This is an optimization exercise on Yosys and OpenROAD, whose aim is small area, not a production implementation.
Function was checked by simulation only, so behaviour that the tests miss may differ from the original.
Power and IR drop assume default switching activity.

$ cat flow/flow/run.sh
#!/bin/bash
# Standard layout (bash standard.sh), with three changes: port buffers are
# buf_1, the clock tree uses clkbuf_4 with sink clusters of at most 10 sinks
# within 40 um, and CTS inserts no dummy loads.
set -euo pipefail
bash standard.sh \
  "BUFFER_PORTS_ARGS=-buffer_cell sky130_fd_sc_hd__buf_1" \
  "CTS_ARGS=-sink_clustering_enable -repair_clock_nets -dont_use_dummy_load -buf_list sky130_fd_sc_hd__clkbuf_4 -sink_clustering_size 10 -sink_clustering_max_diameter 40" \
  finish > standard.log 2>&1
$ cat flow/standard.sh
#!/bin/bash
# synth_recipe.tcl (not shown) runs the flow's synth.tcl, then flattens the netlist and writes it again
# the make line also repeats each setting of config.mk as NAME=value (left out here)
make -C /OpenROAD-flow-scripts/flow DESIGN_CONFIG=/design/flow/config.mk WORK_HOME=/design/flow/orfs CLKGATE_MAP_FILE= SYNTH_SCRIPT=/design/flow/synth_recipe.tcl "${@:-finish}"
$ cat flow/config.mk
export PLATFORM = sky130hd
export DESIGN_NAME = regfile_sb
export DESIGN_NICKNAME = regfile_sb
export VERILOG_FILES = /design/flow/design.v
export SDC_FILE = /design/flow/constraint.sdc
export NUM_CORES = 4
export LEC_CHECK = 0
export CAP_MARGIN = 20
export CELL_PAD_IN_SITES_DETAIL_PLACEMENT = 1
export CELL_PAD_IN_SITES_GLOBAL_PLACEMENT = 2
export CORE_MARGIN = 2
export CORE_UTILIZATION = 35
export PLACE_DENSITY = 0.7
export SLEW_MARGIN = 20
export SYNTH_HIERARCHICAL = 1
$ cat flow/constraint.sdc
create_clock -name core_clock -period 10.0 [get_ports {clk}]
set_input_delay 2.0000 -clock core_clock [delete_from_list [all_inputs] [get_ports {clk}]]
set_output_delay 2.0000 -clock core_clock [all_outputs]
set_load 0.01 [all_outputs]
$ cat flow/design.v
package mips_pkg;
  localparam int RF_DATA_W  = 32;
  localparam int RF_ADDR_W  = 5;
  localparam int RF_SP_REG  = 29;
  localparam int RF_SP_INIT = 1200;
  function automatic logic is_zero_reg(input logic [RF_ADDR_W-1:0] idx);
    is_zero_reg = (idx == '0);
  endfunction
endpackage
module regfile_scoreboard (
  input  logic        clk,
  input  logic        rst,
  input  logic [31:1] set_dec,
  input  logic [31:1] clr_dec,
  input  logic [31:1] clr_hold,
  input  logic        set_any,    
  input  logic        same,       
  output logic [31:1] busy,
  output logic [5:0]  busy_cnt
);
  logic [31:1] busy_q, busy_d;
  logic [5:0]  cnt_q;
  logic        set_busy, clr_busy, inc, dec;
  assign busy_d = set_dec | (busy_q & clr_hold);
  rf_or31 u_set_busy (.s(set_dec), .d(busy_q), .y(set_busy));
  rf_or31 u_clr_busy (.s(clr_dec), .d(busy_q), .y(clr_busy));
  assign inc      = set_any && !set_busy;
  assign dec      = clr_busy && !same;
  always_ff @(posedge clk or posedge rst) begin
    if (rst) begin
      busy_q <= '0;
      cnt_q  <= '0;
    end else begin
      busy_q <= busy_d;
      if (inc && !dec)      cnt_q <= cnt_q + 6'd1;
      else if (dec && !inc) cnt_q <= cnt_q - 6'd1;
    end
  end
  assign busy     = busy_q;
  assign busy_cnt = cnt_q;
endmodule
module rf_or31 (
  input  logic [31:1] s,
  input  logic [31:1] d,
  output logic        y
);
  logic [10:0] n;
  for (genvar j = 0; j < 10; j++) begin : g_t
    rf_aoi222 u_t (.a(s[3*j+1 +: 3]), .b(d[3*j+1 +: 3]), .y(n[j]));
  end
  assign n[10] = !(s[31] & d[31]);
  assign y = !(&n[3:0]) | !(&n[7:4]) | !(&n[10:8]);
endmodule
module regfile_sb (
  input  logic        clk,
  input  logic        rst,
  input  logic [9:0]  read_addr,
  output logic [63:0] read_data,
  output logic [1:0]  read_busy,
  input  logic        write,
  input  logic [4:0]  writereg,
  input  logic [31:0] writedata,
  input  logic        claim,
  input  logic [4:0]  claimreg,
  output logic [5:0]  busy_cnt
);
  localparam logic [31:0] SP_INIT = 32'(mips_pkg::RF_SP_INIT);
  localparam int          SP_REG  = mips_pkg::RF_SP_REG;
  logic [31:0] rf_q [1:31];
  logic [31:0] rf_n [1:31];
  logic [31:1] valid_q;
  logic [31:1] wdec;        
  logic [31:1] whold;       
  logic [31:1] cdec;        
  logic [31:1] busy;
  logic        wr_en;
  assign wr_en = write && (writereg != 5'd0);
  rf_dec2 u_wdec (.a(writereg), .en(write), .y(wdec), .yn(whold));
  rf_dec  u_cdec (.a(claimreg), .en(claim), .y(cdec));
  for (genvar i = 1; i < 32; i++) begin : g_word
    for (genvar b = 0; b < 32; b++) begin : g_bit
      rf_hold u_hold (
        .q (rf_q[i][b]),
        .h (whold[i]),
        .d (writedata[b]),
        .w (wdec[i]),
        .y (rf_n[i][b])
      );
    end
  end
  always_ff @(posedge clk) begin
    for (int i = 1; i < 32; i++) begin
      rf_q[i] <= rf_n[i];
    end
  end
  always_ff @(posedge clk or posedge rst) begin
    if (rst) valid_q <= '0;
    else     valid_q <= valid_q | wdec;
  end
  regfile_scoreboard u_scoreboard (
    .clk      (clk),
    .rst      (rst),
    .set_dec  (cdec),
    .clr_dec  (wdec),
    .clr_hold (whold),
    .set_any  (claim && (claimreg != 5'd0)),
    .same     (claim && write && (claimreg == writereg) && wr_en),
    .busy     (busy),
    .busy_cnt (busy_cnt)
  );
  for (genvar k = 0; k < 2; k++) begin : g_rd
    logic [4:0]  addr;
    logic        fwd;
    logic [31:1] vsel;      
    logic [32:0] sel;       
    logic        sp0;
    assign addr = read_addr[k*5 +: 5];
    assign fwd  = wr_en && !rst && (addr == writereg);
    rf_rdsel u_sel (.a(addr), .en(!fwd), .v(valid_q), .y(vsel), .sp0(sp0));
    assign sel = {sp0, fwd, vsel};
    for (genvar b = 0; b < 32; b++) begin : g_bit
      logic [31:0] d;
      for (genvar i = 1; i < 32; i++) begin : g_w
        assign d[i-1] = rf_q[i][b];
      end
      assign d[31] = writedata[b];
      if (SP_INIT[b]) begin : g_sp
        rf_rdbit_c u_bit (
          .s (sel[31:0]),
          .d (d),
          .c (sel[32]),
          .y (read_data[k*32 + b])
        );
      end else begin : g_nsp
        rf_rdbit u_bit (
          .s (sel[31:0]),
          .d (d),
          .y (read_data[k*32 + b])
        );
      end
    end
    assign read_busy[k] = busy[addr] && (addr != 5'd0) && !fwd;
  end
endmodule
module rf_dec (
  input  logic [4:0]  a,
  input  logic        en,
  output logic [31:1] y
);
  logic [3:0] lo;
  logic [7:0] hi;
  for (genvar j = 0; j < 4; j++) begin : g_lo
    assign lo[j] = (a[1:0] == 2'(j));
  end
  for (genvar j = 0; j < 8; j++) begin : g_hi
    assign hi[j] = en && (a[4:2] == 3'(j));
  end
  for (genvar i = 1; i < 32; i++) begin : g_y
    assign y[i] = lo[i % 4] & hi[i / 4];
  end
endmodule
module rf_dec2 (
  input  logic [4:0]  a,
  input  logic        en,
  output logic [31:1] y,
  output logic [31:1] yn
);
  logic [3:0] lo;
  logic [7:0] hi;
  for (genvar j = 0; j < 4; j++) begin : g_lo
    assign lo[j] = (a[1:0] == 2'(j));
  end
  for (genvar j = 0; j < 8; j++) begin : g_hi
    assign hi[j] = en && (a[4:2] == 3'(j));
  end
  for (genvar i = 1; i < 32; i++) begin : g_y
    assign y[i]  = lo[i % 4] & hi[i / 4];
    assign yn[i] = !(lo[i % 4] & hi[i / 4]);
  end
endmodule
module rf_rdsel (
  input  logic [4:0]  a,
  input  logic        en,
  input  logic [31:1] v,
  output logic [31:1] y,
  output logic        sp0
);
  localparam int SP_REG = mips_pkg::RF_SP_REG;
  logic [3:0] lo;
  logic [7:0] hi;
  for (genvar j = 0; j < 4; j++) begin : g_lo
    assign lo[j] = (a[1:0] == 2'(j));
  end
  for (genvar j = 0; j < 8; j++) begin : g_hi
    assign hi[j] = en && (a[4:2] == 3'(j));
  end
  for (genvar i = 1; i < 32; i++) begin : g_y
    assign y[i] = lo[i % 4] & hi[i / 4] & v[i];
  end
  assign sp0 = lo[SP_REG % 4] & hi[SP_REG / 4] & !v[SP_REG];
endmodule
module rf_hold (
  input  logic q,
  input  logic h,
  input  logic d,
  input  logic w,
  output logic y
);
  assign y = (q & h) | (d & w);
endmodule
module rf_aoi222 (
  input  logic [2:0] a,
  input  logic [2:0] b,
  output logic       y
);
  assign y = !((a[0] & b[0]) | (a[1] & b[1]) | (a[2] & b[2]));
endmodule
module rf_nand2 (
  input  logic a,
  input  logic b,
  output logic y
);
  assign y = !(a & b);
endmodule
module rf_ornot12 (
  input  logic [11:0] n,
  output logic        y
);
  assign y = !(&n[3:0]) | !(&n[7:4]) | !(&n[11:8]);
endmodule
module rf_ornot12_c (
  input  logic [11:0] n,
  input  logic        c,
  output logic        y
);
  assign y = !(&n[3:0]) | !(&n[7:4]) | !(&n[11:8]) | c;
endmodule
module rf_rdbit (
  input  logic [31:0] s,
  input  logic [31:0] d,
  output logic        y
);
  logic [11:0] n;
  for (genvar j = 0; j < 10; j++) begin : g_t
    rf_aoi222 u_t (.a(s[3*j +: 3]), .b(d[3*j +: 3]), .y(n[j]));
  end
  rf_nand2 u_t10 (.a(s[30]), .b(d[30]), .y(n[10]));
  rf_nand2 u_t11 (.a(s[31]), .b(d[31]), .y(n[11]));
  rf_ornot12 u_or (.n(n), .y(y));
endmodule
module rf_rdbit_c (
  input  logic [31:0] s,
  input  logic [31:0] d,
  input  logic        c,
  output logic        y
);
  logic [11:0] n;
  for (genvar j = 0; j < 10; j++) begin : g_t
    rf_aoi222 u_t (.a(s[3*j +: 3]), .b(d[3*j +: 3]), .y(n[j]));
  end
  rf_nand2 u_t10 (.a(s[30]), .b(d[30]), .y(n[10]));
  rf_nand2 u_t11 (.a(s[31]), .b(d[31]), .y(n[11]));
  rf_ornot12_c u_or (.n(n), .c(c), .y(y));
endmodule
==> impl_metrics.ini, run 1 <==
[status]
status = timing/DRC/antenna clean

[die]
io_pins = 128
die_w_microns = 351
core-area_sq_mm = 0.120
die_h_microns = 351
rows = 127
start_util = 0.352
design.die.area_sq_mm = 0.123

[placed_design]
globalplace.congestion = 0.885
io_buffers = 127
dp_hpwl_microns = 125000
dpl_worst_slack_ns = 1.65

[critical_path]
path_cells = buf_1 > or4_1 > o21ai_0 > or4_1 > and4b_1 > and3_2 > a222oi_1 > nand4_1 > or3_1 > buf_1
cp.arrival_ns = 6.66
crit_slowest_cell = or4_1
worstSetupPathType = in -> out
path_buf_inv = 2
rr_endpoint = u_scoreboard.cnt_q[5]
critPathLaunchType = input pin
worstSetupEndpointType = primary output
crit_family = simple AND/OR/NAND/NOR gates
cp_data_required_time_ns = 8.00
cp_max_fo = 32
r2r_cells = 11
critPathMaxStageDelay_ns = 0.80
r2r_slack_ns = 6.22
r2r-start = u_scoreboard.busy_q[1]

[final_layout]
area.sequential_sq_mm = 0.0216
n_fill_cell = 13010
multiInputGateArea_sq_mm = 0.0208
final_nets = 3971
drive_gt1_frac = 0.120
area_growth_pct = 11.8

[timing]
timing.final.ws_setup_ns = 1.34
hold_viol_final = 0
fin_crit_ns = 8.66
setup_violations = 0
fmax_mhz = 116
fin_worst_skew_ns = 0.0882
slew_headroom = 0.169
rsz0062_at_grt = false
setup-tns-final_ns = 0
finalCritPeriodShare = 0.866
slew_violations = 0
worst_pin_slew_ns = 1.25

[global_routing]
grt_start_max_net_pins = 38
antenna_found_initial = 14
grt_first_pass_wirelength_microns = 308000
overflow = 0
first_global_vias = 41019
grt_usage = 0.347

[power_and_ir_drop]
p_leak_nw = 17.6
peakVddDrop_mv = 0.109
power_density_mw_per_mm2 = 206

[synthesis]
avgSynthCellArea_sq_um = 11.9
synthesis.nets = 3603
syn_area_sq_mm = 0.0421
yosys_most_used_dff = dfxtp_1
synth_top_cell_by_area = dfxtp_1
synth_top_area_frac = 0.472
synthCells = 3537
ys_warn_count = 11
ys_types = 67
ys_ff_latch = 1060
synthTopCellsByArea = dfxtp_1, a22o_1, a222oi_1
async_reset_ff_frac = 0.0642
netlist_top_cells_count = a22o_1, dfxtp_1, a222oi_1
synth-edff-count = 0
ys_seq_area_frac = 0.512

[clock_network]
cts_resized = 0
cts.sinks = 1060
cts_tree = built
hold_buffers = 0
clockBufferDepth = 3
root_buffer = clkbuf_4
insertion_delay_ns = 1.18
cts_setup_buffers = 0
clk_pin_slew_ns = 0.07
numCtsBuffers = 160
h-tree-depth = 4

[min_path]
holdPathStages = 1
hp-class = reg -> reg
hp-start = valid_q[18]
hold_end = valid_q[18]

[routing]
wl_per_cell_microns = 40.0
drc = 0
totalWireLength_microns = 221000
ant_nets = 0
viasPerCell = 7.60
firstDrtPassIters = 13
vias = 42046
drt_iter0_markers = 7574

[run]
maxCapViolCount = 0
power breakdown:
part           total (mW)  switching, mW  leakage (nW)  internal (mW)
registers            5.82          0.740          9.06           5.08
clock network        2.25           1.52         0.736          0.733
logic                1.63          0.722          7.84          0.904
total                9.70           2.98          17.6           6.72
Yosys stat by module (local to each module, per instance), excerpt:
module	flip-flops and latches	cells	times used
rf_dec2	0	96	1
rf_rdsel	0	44	2
regfile_sb	1023	1148	1
rf_nand2	0	1	128
rf_aoi222	0	1	660
rf_ornot12_c	0	5	8
rf_hold	0	1	992
rf_dec	0	46	1
rf_ornot12	0	4	56
regfile_scoreboard	37	107	1
rf_or31	0	4	2
worst max path at each step:
stage / from / end / slack [ns] / depth (start not counted)
global route: writereg[2] / read_data[1] / 1.12 / 10
global placement: writereg[2] / read_data[24] / 1.67 / 10
floorplan: read_addr[5] / read_data[36] / 3.37 / 9
finish: writereg[2] / read_data[1] / 1.34 / 10
detailed placement: writereg[3] / read_data[24] / 1.65 / 10
CTS: writereg[2] / read_data[24] / 1.65 / 10
flip-flops by register name (all words and copies together) (netlist names):
register / flops
u_scoreboard.cnt_q: 6
rf_q: 992
u_scoreboard.busy_q: 31
valid_q: 31
area by class of cell:
class                   count  share of cell area
inverters                   9            0.000718
repair buffers            224              0.0290
flip-flops and latches   1060               0.458
well taps                1612              0.0429
multi-input cells        2450               0.443
diodes                     17            0.000904
clock buffers             160              0.0255
placed cells by master, fill, tap and decap left out, drive strengths merged, types with 7 or more instances in the layout:
cell type  netlist  routed
mux4            16      16
or3             56      56
a21oi            7       7
and4b            9       9
a21o            33      33
buf              7     207
nand4          192     192
nor2            71      71
a22o           992     992
or2             33      33
a222oi         660     660
and4bb           9       9
clkbuf          11     177
dfxtp          992     992
and3            63      63
nand2          182     182
xnor2           19      19
inv              9       9
nand3b           8       8
or4             12      12
ha               9       9
diode            0      17
dfrtp           68      68
through the flow:
| step | area (sq um) | power (mW) | hold slack [ns] | instances | util |
|---|---|---|---|---|---|
| 2_1_floorplan | 42100 | 6.78 | 0.443 | 3537 | - |
| 3_3_place_gp | 45500 | 7.41 | 0.457 | 5347 | 0.381 |
| 3_5_place_dp | 45600 | 7.48 | 0.465 | 5350 | 0.381 |
| 4_1_cts | 46800 | 9.69 | 0.485 | 5510 | 0.392 |
| 5_1_grt | 47000 | 10.1 | 0.505 | 5530 | 0.393 |
| 6_report | 47000 | 9.70 | 0.488 | 5532 | 0.393 |
worst register-to-register path, delay by kind of cell (launching register included):
kind / cells / cell delay [ns]
compound gates: 4 / 1.70
fa+ha+maj: 2 / 0.61
buf+inv: 1 / 0.16
flops: 1 / 0.51
simple gates: 4 / 0.65
metal layers:
metal	track usage	vias to the layer above	wire, microns
met5	0.00392	-	67
met4	0.192	6	11800
met3	0.101	554	26700
met2	0.507	2988	93700
met1	0.456	21642	88900
li1	-	16856	-
logic make-up after synthesis:
group,Yosys count,share of synthesized area
flip-flops,1060,0.512
AO/OA/AOI/OAI,1712,0.374
XOR/XNOR,25,0.00538
buffers and inverters,27,0.00306
adder cells (fa/ha/maj),10,0.00315
AND/OR/NAND/NOR,683,0.0918
multiplexers,20,0.00984
==> inputs of run 2 (changes only) <==
--- a/flow/config.mk
+++ b/flow/config.mk
@@ -10,6 +10,6 @@
 export CELL_PAD_IN_SITES_GLOBAL_PLACEMENT = 2
 export CORE_MARGIN = 2
 export CORE_UTILIZATION = 35
-export PLACE_DENSITY = 0.7
+export PLACE_DENSITY = 0.8
 export SLEW_MARGIN = 20
 export SYNTH_HIERARCHICAL = 1
==> impl_metrics.ini, run 2 <==
[global_routing]
grtUsageMet3 = 0.104
grt_first_pass_wirelength_microns = 298000
grt.met1_usage = 0.415
antenna_found_initial = 15
overflow = 0
grtUsageMet2 = 0.484
grt_usage = 0.329
first_global_vias = 41337
grt_start_max_net_pins = 38
busiest_layer = met2

[synthesis]
synth_compound_area_frac = 0.374
netlist_top_cells_count = a22o_1, dfxtp_1, a222oi_1
ys_types = 67
synth_simple_gate_area_frac = 0.0918
yosys_most_used_dff = dfxtp_1
synth_fa_ha_area_frac = 0.00315
synth_top_cell_by_area = dfxtp_1
syn_area_sq_mm = 0.0421
ys_warn_count = 11
synth_top_family_by_area = compound AO/OA/AOI/OAI gates
synth_mux_area_frac = 0.00984
synthCells = 3537
synthesis.nets = 3603
synth_top_area_frac = 0.472
synth_xor_xnor_area_share = 0.00538
synthTopCellsByArea = dfxtp_1, a22o_1, a222oi_1
avgSynthCellArea_sq_um = 11.9
ys_ff_latch = 1060
async_reset_ff_frac = 0.0642
synth-edff-count = 0
ys_seq_area_frac = 0.512

[routing]
drc = 0
vias = 42380
totalWireLength_microns = 210000
viasPerCell = 7.69
drt_iter0_markers = 7974
ant_nets = 0
firstDrtPassIters = 15
wl_per_cell_microns = 38.2

[run]
maxCapViolCount = 0

[timing]
hold_viol_final = 0
setup_violations = 0
worst_pin_slew_ns = 1.23
slew_headroom = 0.179
holdWs_ns = 0.495
fin_worst_skew_ns = 0.123
fin_crit_ns = 8.86
fmax_mhz = 113
slew_violations = 0
timing.final.ws_setup_ns = 1.14
finalCritPeriodShare = 0.886
setup-tns-final_ns = 0
rsz0062_at_grt = false

[placed_design]
globalplace.congestion = 0.900
dp_hpwl_microns = 119000
io_buffers = 127
dpl_worst_slack_ns = 1.73

[power_and_ir_drop]
peakVddDrop_mv = 0.128
power.internal_mw = 6.67
switching_share = 0.306
comb_power_share = 0.168
p_switching_mw = 2.94
p_clk_frac = 0.224
power_density_mw_per_mm2 = 205
seqPwrFrac = 0.607
p_leak_nw = 17.5

[clock_network]
cts.sinks = 1060
h-tree-depth = 4
insertion_delay_ns = 1.17
cts_tree = built
cts_resized = 0
cts_setup_buffers = 0
numCtsBuffers = 148
clockBufferDepth = 3
clk_pin_slew_ns = 0.08
root_buffer = clkbuf_4
hold_buffers = 0

[die]
die_w_microns = 351
core-area_sq_mm = 0.120
rows = 127
io_pins = 128
start_util = 0.352
die_h_microns = 351
design.die.area_sq_mm = 0.123

[critical_path]
cp_max_fo = 32
worstSetupPathType = in -> out
worstSetupEndpointType = primary output
cp_data_required_time_ns = 8.00
critPathLaunchType = input pin
cp.arrival_ns = 6.86

[final_layout]
drive_gt1_frac = 0.114
top_register = rf_q
largest_register_ffs = 992
finalCoreUtilization = 0.391
final_cell_mix = a22o_1, dfxtp_1, a222oi_1, nand4_1, nand2_1
area_growth_pct = 11.2
reg_top3 = rf_q: 992 flops, u_scoreboard.busy_q: 31 flops, valid_q: 31 flops
final_nets = 3950
n_fill_cell = 13044

[status]
status = timing/DRC/antenna clean

[min_path]
hp-class = reg -> reg
==> run 2: Yosys stat by module (local to each module, per instance), excerpt <==
module,cell area (sq um),cells inside,copies in the design
rf_nand2,3.75,1,128
rf_or31,27.5,4,2
rf_aoi222,10.0,1,660
regfile_scoreboard,1470,107,1
rf_rdsel,320,44,2
rf_ornot12_c,31.3,5,8
rf_dec,230,46,1
rf_hold,8.76,1,992
rf_dec2,488,96,1
rf_ornot12,25.0,4,56
regfile_sb,21800,1148,1
==> run 2: final timing paths <==
kind	cells after the start	from	to	slack, ns
worst max-delay path	10	writereg[3]	read_data[27]	1.14
worst max register to register	11	u_scoreboard.busy_q[13]	u_scoreboard.cnt_q[5]	6.52
max in group asynchronous	3	rst	u_scoreboard.busy_q[10]	8.47
worst min-delay path	1	valid_q[10]	valid_q[10]	0.50
worst min register to register	1	valid_q[10]	valid_q[10]	0.50
min in group asynchronous	3	rst	valid_q[19]	1.06
==> run 2: critical path, stage by stage <==
cell      delay, ns
buf_1          0.58
or4_1          0.20
o21ai_0        0.13
or4_1          0.81
and4_1         0.36
and3_2         0.59
a222oi_1       0.50
nand4_1        0.83
or3_1          0.69
buf_1          0.15
==> run 2: stage by stage <==
step	instances	total power [mW]	area (sq um)
2_1_floorplan	3537	6.78	42100
3_3_place_gp	5342	7.36	45500
3_5_place_dp	5345	7.47	45600
4_1_cts	5493	9.54	46700
5_1_grt	5503	9.98	46800
6_report	5513	9.61	46800
==> run 2: final cells by class <==
cell class,count,area (sq um),area share
Antenna cell,19,47.5,0.00102
Clock buffer,148,1110,0.0237
Timing Repair Buffer,215,1230,0.0263
Tap cell,1612,2020,0.0431
Inverter,9,33.8,0.000722
Multi-Input combinational cell,2450,20800,0.444
Sequential cell,1060,21600,0.461
==> run 2: power by group through the flow <==
stage,sequential (mW),combinational (mW),clock [mW]
after floorplan,5.65,1.13,0
after global placement,5.84,1.53,0
after detailed placement,5.88,1.59,0
after CTS,5.79,1.59,2.17
after global routing,5.93,1.72,2.34
final,5.84,1.62,2.16
==> run 2: per-layer routing <==
layer	wire (microns)	part of all wire	vias to the layer above
li1	-	-	16822
met1	80300	0.38	21540
met2	88200	0.42	3283
met3	27800	0.13	727
met4	14000	0.067	8
met5	46	0.00022	-
==> run 2: kinds of logic (layout without fill, tap and decap cells) <==
| family | after synthesis | count (layout) |
|---|---|---|
| AO/OA/AOI/OAI | 1712 | 1712 |
| flip-flops | 1060 | 1060 |
| AND/OR/NAND/NOR | 683 | 683 |
| buffers and inverters | 27 | 372 |
| XOR/XNOR | 25 | 25 |
| multiplexers | 20 | 20 |
| adder cells (fa/ha/maj) | 10 | 10 |
| other | 0 | 19 |

[afterwards: timing with drivers on the ports]
Ports are ideal in the flow. The routed layouts listed here were re-timed in OpenROAD. Step 1: set_driving_cell puts a clkbuf_16 on clk and a buf_2 on each other input, an assumption about the parent block. Step 2, shift: input delay + t, output delay - t, t = (earliest + latest rising clock arrival at the registers) / 2. This alone moves slack from input paths to output paths. a / b / c = ideal / step 1 / step 2; a / b = the first two.
| run | t (ns) | setup slack, ns | slew at the worst register clock pin (ns) |
|---|---|---|---|
| run 1 | 1.202 | 1.343 / 1.316 / 1.316 | 0.12 / 0.12 |
| run 2 | 1.192 | 1.144 / 1.119 / 1.119 | 0.12 / 0.12 |
After both steps setup and hold are still met in every run listed. The setup slack of run 1, which loses most, moves by -0.027 ns with the drivers and by -0.027 ns with both steps.
